This is an optimization exercise on Yosys and OpenROAD, whose aim is small area and a short achievable clock period, not a production implementation.
RTL that was checked went through simulation tests only; none was proved equivalent to the original.
Power is estimated from default activity; no workload was simulated. The flow treats the clock pin as an ideal source, which a real chip does not have.

v49:
## cam_search_top
module cam_search_top #(
  parameter int CAM_SIZE = 64
) (
  input  logic         aclk,
  input  logic         areset,
  input  logic [31:0]  update_num,
  input  logic [2:0]   state,
  input  logic         s_tvalid,
  input  logic [511:0] s_tdata,
  output logic         m_tvalid,
  output logic [511:0] m_tdata,
  output logic         update_all_end
);
Size in the first run: ~6400 cells after synthesis, ~2700 flip-flops, about 0.10 mm^2 of cells after synthesis.
==> flow/config.mk <==
export PLATFORM = sky130hd
export DESIGN_NAME = cam_search_top
export DESIGN_NICKNAME = cam_search_top
export VERILOG_FILES = /design/flow/design.v
export SDC_FILE = /design/flow/constraint.sdc
export NUM_CORES = 4
export LEC_CHECK = 0
export CAP_MARGIN = 20
export CORE_MARGIN = 2
export CORE_UTILIZATION = 70
export SETUP_SLACK_MARGIN = 1.5
export SLEW_MARGIN = 20
==> flow/constraint.sdc <==
create_clock -name core_clock -period 3.6 [get_ports {aclk}]
set_input_delay 0.7200 -clock core_clock [delete_from_list [all_inputs] [get_ports {aclk}]]
set_output_delay 0.7200 -clock core_clock [all_outputs]
set_load 0.01 [all_outputs]
standard.sh (not shown) runs the stock make flow with config.mk's settings and CLKGATE_MAP_FILE= SYNTH_SCRIPT=/design/flow/synth_recipe.tcl, a recipe that flattens the netlist after the stock synthesis.
==> flow/flow/run.sh <==
#!/bin/bash
# The standard layout with three changes: inputs buffered with buf_1 and
# outputs with buf_4 (instead of the default delay cell), and larger clock
# sink clusters without dummy loads in the clock tree.
set -euo pipefail
W=$(pwd)
export PRE_GLOBAL_PLACE_TCL=$W/flow/pre_gp.tcl
export BUFFER_PORTS_ARGS="-outputs -buffer_cell sky130_fd_sc_hd__buf_4"
export CTS_ARGS="-sink_clustering_enable -repair_clock_nets -sink_clustering_size 25 -sink_clustering_max_diameter 100 -dont_use_dummy_load"
bash standard.sh > $W/standard.log 2>&1
==> flow/flow/pre_gp.tcl <==
# Runs before global placement's own port buffering: buffer the inputs with
# buf_1 here, after the usual removal of synthesis buffers, and make the
# script's later remove_buffers a no-op so these buffers stay. The script's
# own buffer_ports then buffers the outputs only (BUFFER_PORTS_ARGS).
if { $::env(GPL_TIMING_DRIVEN) } {
  remove_buffers
}
buffer_ports -inputs -buffer_cell sky130_fd_sc_hd__buf_1
rename remove_buffers my_flow_remove_buffers
proc remove_buffers {args} {}
What v16 does differently from v49 at the input level:
Settings: swapping 20 for 0 in SLEW_MARGIN; swapping 20 for 0 in CAP_MARGIN.
Results
Looking at v16 and v49, the total power is a wash. Share of layout cells above drive strength 1 delta (v16 -> v49): insignificant. Between v16 and v49, the difference in design area is negligible. Compared with v49, in v16 post-route fraction of the period consumed by the critical path moved up; post-CTS setup buffer count grew by 2; combined global-route utilization of all metal layers stayed essentially flat.
The inputs of v15 differ from those of v16 as listed below.
Settings: SETUP_SLACK_MARGIN now 1.85, was 1.5; CAP_MARGIN now 20, was 0; SLEW_MARGIN now 20, was 0.
==> comparison <==
Setup WNS v16 -> v15: better. v15 vs v16 on required time reported for the critical path endpoint: v15 is the lower one. Relative to v16, routed wire length has increased by 14 mm in v15. Taking v16 as the reference point, the sum of met2 wire segment lengths after detailed routing of v15 rises by about 5%. The run showing the smaller power share of the combinational group is v16. Relative to v16, post-route clock period utilization has decreased by 2.7 points in v15.
Modified inputs, v39 compared to v15
Settings: swapping 1.85 for 1.5 in SETUP_SLACK_MARGIN; swapping 70 for 60 in CORE_UTILIZATION.
--- outcome ---
In the metrics for v15 and v39, the one carrying the lower initial core utilization is v39.
In v39, the worst ir drop on vdd came out 0.069 mV above the value in v15.
v39 does better than v15 on routed wire length.
No run of this note included a check of the RTL's function; only the layout flow was run.

========
Another version of the RTL of cam_search_top (not shown whole).
Size: ~6400 cells after synthesis, roughly 2600 flip-flops, roughly 1100 I/O pins.
export LEC_CHECK = 0
export CAP_MARGIN = 20
export CORE_MARGIN = 2
export CORE_UTILIZATION = 70
export SETUP_SLACK_MARGIN = 2.0
export SLEW_MARGIN = 20
create_clock -name core_clock -period 3.6 [get_ports {aclk}]
Scripts as last shown in full above: flow/flow/run.sh, flow/flow/pre_gp.tcl
Rerun with:
--- a/flow/config.mk
+++ b/flow/config.mk
@@ -9,4 +9,4 @@
 export CORE_MARGIN = 2
 export CORE_UTILIZATION = 70
-export SETUP_SLACK_MARGIN = 2.0
+export SETUP_SLACK_MARGIN = 1.5
 export SLEW_MARGIN = 20
Effect: The changed run finished with timing, DRC and antenna clean. Die area stays the same. Critical path depth rises by 5. Sequential share of layout area is higher by 7.2 points. Combinational power is lower by about 22%.
Rerun with:
--- a/flow/flow/run.sh
+++ b/flow/flow/run.sh
@@ -7,4 +7,4 @@
 export PRE_GLOBAL_PLACE_TCL=$W/flow/pre_gp.tcl
 export BUFFER_PORTS_ARGS="-outputs -buffer_cell sky130_fd_sc_hd__buf_4"
-export CTS_ARGS="-sink_clustering_enable -repair_clock_nets -sink_clustering_size 25 -sink_clustering_max_diameter 100 -dont_use_dummy_load"
+export CTS_ARGS="-sink_clustering_enable -repair_clock_nets -sink_clustering_size 20 -sink_clustering_max_diameter 80 -dont_use_dummy_load"
 bash standard.sh > $W/standard.log 2>&1
--- a/flow/config.mk
+++ b/flow/config.mk
@@ -9,4 +9,4 @@
 export CORE_MARGIN = 2
 export CORE_UTILIZATION = 70
-export SETUP_SLACK_MARGIN = 1.5
+export SETUP_SLACK_MARGIN = 1.7
 export SLEW_MARGIN = 20
Utilization climbs by 2.6 points.
Synthesized cell count is unchanged.
Clock-buffer cell count is higher by 35.
Via count went up by 1.4%.
Hold slack gets worse by 21 ps.

========
Setup of run 1:
cam_search_top again, from the RTL that the note above started with.
clock: 3.6 ns
lec_check: 0
cap_margin: 20
core_margin: 2
core_utilization: 78
setup_slack_margin: 1.5
slew_margin: 20
==> flow/flow/run.sh <==
#!/bin/bash
# The standard layout with three changes: inputs buffered with buf_1 and
# outputs with buf_4 (instead of the default delay cell), and larger clock
# sink clusters without dummy loads in the clock tree.
set -euo pipefail
W=$(pwd)
export PRE_GLOBAL_PLACE_TCL=$W/flow/pre_gp.tcl
export BUFFER_PORTS_ARGS="-outputs -buffer_cell sky130_fd_sc_hd__buf_4"
export CTS_ARGS="-sink_clustering_enable -repair_clock_nets -sink_clustering_size 25 -sink_clustering_max_diameter 100 -dont_use_dummy_load"
bash standard.sh > $W/standard.log 2>&1
Scripts as last shown in full above: flow/flow/pre_gp.tcl
Changes in run 2 relative to run 1:
Settings: a change of CORE_UTILIZATION from 78 to 60; a change of SETUP_SLACK_MARGIN from 1.5 to 0.7.
==> flow/run.sh (new file) <==
#!/bin/bash
# synth_recipe.tcl (not shown) runs the flow's synth.tcl, then flattens the netlist and writes it again
# the make line also repeats each setting of config.mk as NAME=value (left out here)
make -C /OpenROAD-flow-scripts/flow DESIGN_CONFIG=/design/flow/config.mk WORK_HOME=/design/flow/orfs CLKGATE_MAP_FILE= SYNTH_SCRIPT=/design/flow/synth_recipe.tcl finish
removed: flow/flow/run.sh
removed: flow/flow/pre_gp.tcl
removed: flow/standard.sh
[summary]
Against run 1, net total in the final layout in run 2 rose by a few percent. Compared with run 1, placement density in the core of run 2 is lower. In the flow results for run 2 and run 1, the data arrival at the endpoint of the critical path is smaller on run 2. Measured against run 1, the power of run 2 comes out at 1.3 times the reference value. Going from run 1 to run 2, amount of wire on met3 after detailed routing shrank by more than a quarter. In the flow results for run 2 and run 1, the sequential cell area share is larger on run 1. Routed wire length (run 2 vs. run 1) increases slightly. Between run 1 and run 2, met3 capacity usage during global routing decreased. Clock insertion delay at the later pin of the skew report | run 2 above run 1.
Setup changes, run 2 to run 3
==> flow/flow/run.sh (new file) <==
#!/bin/bash
# Standard layout; output ports buffered with buf_4 instead of the default cell;
# larger clock sink clusters and no dummy loads in the clock tree.
set -euo pipefail
W=$(pwd)
export PRE_GLOBAL_PLACE_TCL=$W/flow/pre_gp.tcl
export BUFFER_PORTS_ARGS="-outputs -buffer_cell sky130_fd_sc_hd__buf_4"
export CTS_ARGS="-sink_clustering_enable -repair_clock_nets -sink_clustering_size 30 -sink_clustering_max_diameter 100 -dont_use_dummy_load"
bash standard.sh > $W/standard.log 2>&1
==> flow/flow/pre_gp.tcl (new file) <==
# Input ports keep the standard buffer; the outputs get a stronger one below.
buffer_ports -inputs
==> flow/standard.sh (new file) <==
#!/bin/bash
# synth_recipe.tcl (not shown) runs the flow's synth.tcl, then flattens the netlist and writes it again
# the make line also repeats each setting of config.mk as NAME=value (left out here)
make -C /OpenROAD-flow-scripts/flow DESIGN_CONFIG=/design/flow/config.mk WORK_HOME=/design/flow/orfs CLKGATE_MAP_FILE= SYNTH_SCRIPT=/design/flow/synth_recipe.tcl "${@:-finish}"
removed: flow/run.sh
### Flow results
Of run 3 and run 2, run 2 shows the lower number of antenna violations at the first check in global routing, with run 3 above it.
The flow did not stop early for run 3: all stages ran, and the layout cleared the timing, DRC and antenna checks.
Taking run 2 as the reference point, the detailed-route wire length on metal 1 of run 3 falls by 940 µm.
Summary of run 3 over run 2: non-clock buffer contribution to total cell area now smaller; maximum number of buffers from clock root to sink now smaller; sequential cell count comparable; area growth from synthesis to final layout now smaller; detailed route wirelength on metal3 now smaller.
The largest driver fanout on the critical path number comes out lower for run 2 vs run 3.
Compared run 3 vs run 2, and share of the clock period used by the worst path is down in run 3.
Of run 3 and run 2, the run reporting the higher post-layout minimum cycle time was run 2.
The following lists how run 4 was set up differently from run 3:
Settings: changing SETUP_SLACK_MARGIN from 0.7 to 1.5; changing CORE_UTILIZATION from 60 to 70.
==> flow/flow/run.sh <==
#!/bin/bash
# The standard layout with three changes: inputs buffered with buf_1 and
# outputs with buf_2 (instead of the default delay cell), and larger clock
# sink clusters without dummy loads in the clock tree.
set -euo pipefail
W=$(pwd)
export PRE_GLOBAL_PLACE_TCL=$W/flow/pre_gp.tcl
export BUFFER_PORTS_ARGS="-outputs -buffer_cell sky130_fd_sc_hd__buf_2"
export CTS_ARGS="-sink_clustering_enable -repair_clock_nets -sink_clustering_size 25 -sink_clustering_max_diameter 100 -dont_use_dummy_load"
bash standard.sh > $W/standard.log 2>&1
==> flow/flow/pre_gp.tcl <==
# Runs before global placement's own port buffering: buffer the inputs with
# buf_1 here, after the usual removal of synthesis buffers, and make the
# script's later remove_buffers a no-op so these buffers stay. The script's
# own buffer_ports then buffers the outputs only (BUFFER_PORTS_ARGS).
if { $::env(GPL_TIMING_DRIVEN) } {
  remove_buffers
}
buffer_ports -inputs -buffer_cell sky130_fd_sc_hd__buf_1
rename remove_buffers my_flow_remove_buffers
proc remove_buffers {args} {}
Findings:
Final antenna diode count delta for run 4 relative to run 3: 10 lower
Run 4 vs run 3 — final net count climbed by a little under 10%
Compared with run 3, run 4 shows post-route fraction of the period consumed by the critical path lower by 1.4 points.
Looking at final design area excluding fillers across both flows, run 4 is the weaker of the two, with run 3 ahead.
Compared with run 3, run 4 is the more power-hungry design.
For run 5, these inputs were changed with respect to run 4:
Settings: SETUP_SLACK_MARGIN: 1.5 -> 1.7; CORE_UTILIZATION: 70 -> 65.
-- flow/flow/run.sh --
<<< run 4, line 3
# outputs with buf_2 (instead of the default delay cell), and larger clock
>>> run 5, line 3
# outputs with buf_4 (instead of the default delay cell), and larger clock
<<< run 4, line 8
export BUFFER_PORTS_ARGS="-outputs -buffer_cell sky130_fd_sc_hd__buf_2"
>>> run 5, line 8
export BUFFER_PORTS_ARGS="-outputs -buffer_cell sky130_fd_sc_hd__buf_4"
==> notes.md <==
- Run 5 completed every stage of the flow, and the final layout passed the timing, DRC and antenna checks.
- Delta(met3 usage in global routing, run 5 - run 4) < 0
- Of run 5 and run 4, it is run 5 that has the lower portion of the clock cycle consumed by the worst path in the final layout.
- The capturing instance or port of the critical path comes out m_tdata[1] in one run and u_enc.hit_q[26] in the other, namely in run 5 and run 4 respectively.
- Per the comparison of run 5 with run 4, area added between synthesis and finish went up, fmax higher, clock skew grew by 0.016 ns, power up 1.1%, static power due to leakage higher.
Here is what was changed in the inputs of run 6 compared with run 5.
Settings: CORE_UTILIZATION: 65 -> 60; ABC_CLOCK_PERIOD_IN_PS: unset -> 1800; SETUP_SLACK_MARGIN: 1.7 -> 1.5.
==> notes.md <==
- Run 6 finished every step from synthesis to the final layout, and the layout passed the timing, DRC and antenna checks.
- [run 6] logic depth of the worst setup path including buffers rose 5 relative to run 5
- Area of all sequential standard cells, run 5 and run 6: higher on run 5
- Compared to run 5, run 6 has final critical delay including setup and external delays 0.13 ns higher.
- Comparing run 6 against run 5, there is no change at all in post-synthesis sequential area ratio.
- Min final design utilization across run 5 and run 6: run 6
- Total area of multi-input combinational cells of run 6 is on par with run 5.
- | tapcell count | run 6 vs run 5 | 7.8% higher |
- Taking run 5 as the reference, in run 6 post-place setup slack has decreased, power after layout has decreased.

## afterwards: timing with drivers on the ports
Ports are ideal in the flow. The routed layouts listed here were re-timed in OpenROAD. Step 1 assumes that a clkbuf_16 drives the clock port and a buf_2 every other input. Step 2 adds t to the input delays and takes it off the output delays; t is the mean of the earliest and latest rising clock arrival at the registers after step 1. Input paths then give back, and output paths get back, about the clock's delay inside the block. Slacks: ideal / step 1 / step 2; pairs: ideal / step 1.
run	t, ns	slack for setup (ns)	hold WS [ns]	worst setup path after step 2	max-slew violations	max-capacitance violations
v49	0.857	1.467 / 1.420 / 0.678	0.239 / 0.170 / 0.445	input to register	0 / 0	0 / 0
v16	0.864	1.460 / 1.408 / 0.648	0.237 / 0.167 / 0.439	input to register	0 / 0	0 / 0
v15	0.861	1.556 / 1.463 / 0.945	0.226 / 0.159 / 0.444	input to register	0 / 0	0 / 0
v39	0.873	1.482 / 1.465 / 0.644	0.232 / 0.161 / 0.420	input to register	0 / 0	0 / 0
the first run of note 2	0.867	1.533 / 1.440 / 0.862	0.212 / 0.150 / 0.342	input to register	0 / 0	0 / 0
the second run of note 2	0.845	1.480 / 1.440 / 0.641	0.237 / 0.178 / 0.336	input to register	0 / 0	0 / 0
the third run of note 2	0.873	1.543 / 1.454 / 0.827	0.216 / 0.147 / 0.332	input to register	0 / 0	0 / 0
run 1	0.832	1.386 / 1.425 / 0.593	0.248 / 0.192 / 0.335	input to register	0 / 0	0 / 0
run 2	1.002	0.843 / 0.750 / 0.468	0.310 / 0.281 / 0.310	input to register	0 / 0	0 / 0
run 3	0.839	1.423 / -0.269 / -1.108	0.051 / 0.015 / 0.339	input to register	0 / 2240	0 / 32
run 4	0.837	1.473 / 1.416 / 0.686	0.243 / 0.186 / 0.315	input to register	0 / 0	0 / 0
run 5	0.843	1.588 / 1.495 / 0.863	0.227 / 0.157 / 0.335	input to register	0 / 0	0 / 0
run 6	0.858	1.459 / 1.460 / 0.670	0.243 / 0.173 / 0.337	input to register	0 / 0	0 / 0
Met with ideal ports but missed after step 2: setup timing in run 3. With drivers on, slew violations rise in run 3. With drivers on, capacitance violations rise in run 3. For run 3, which loses most, drivers alone change the setup slack by -1.692 ns; drivers and shift together by -2.531 ns.
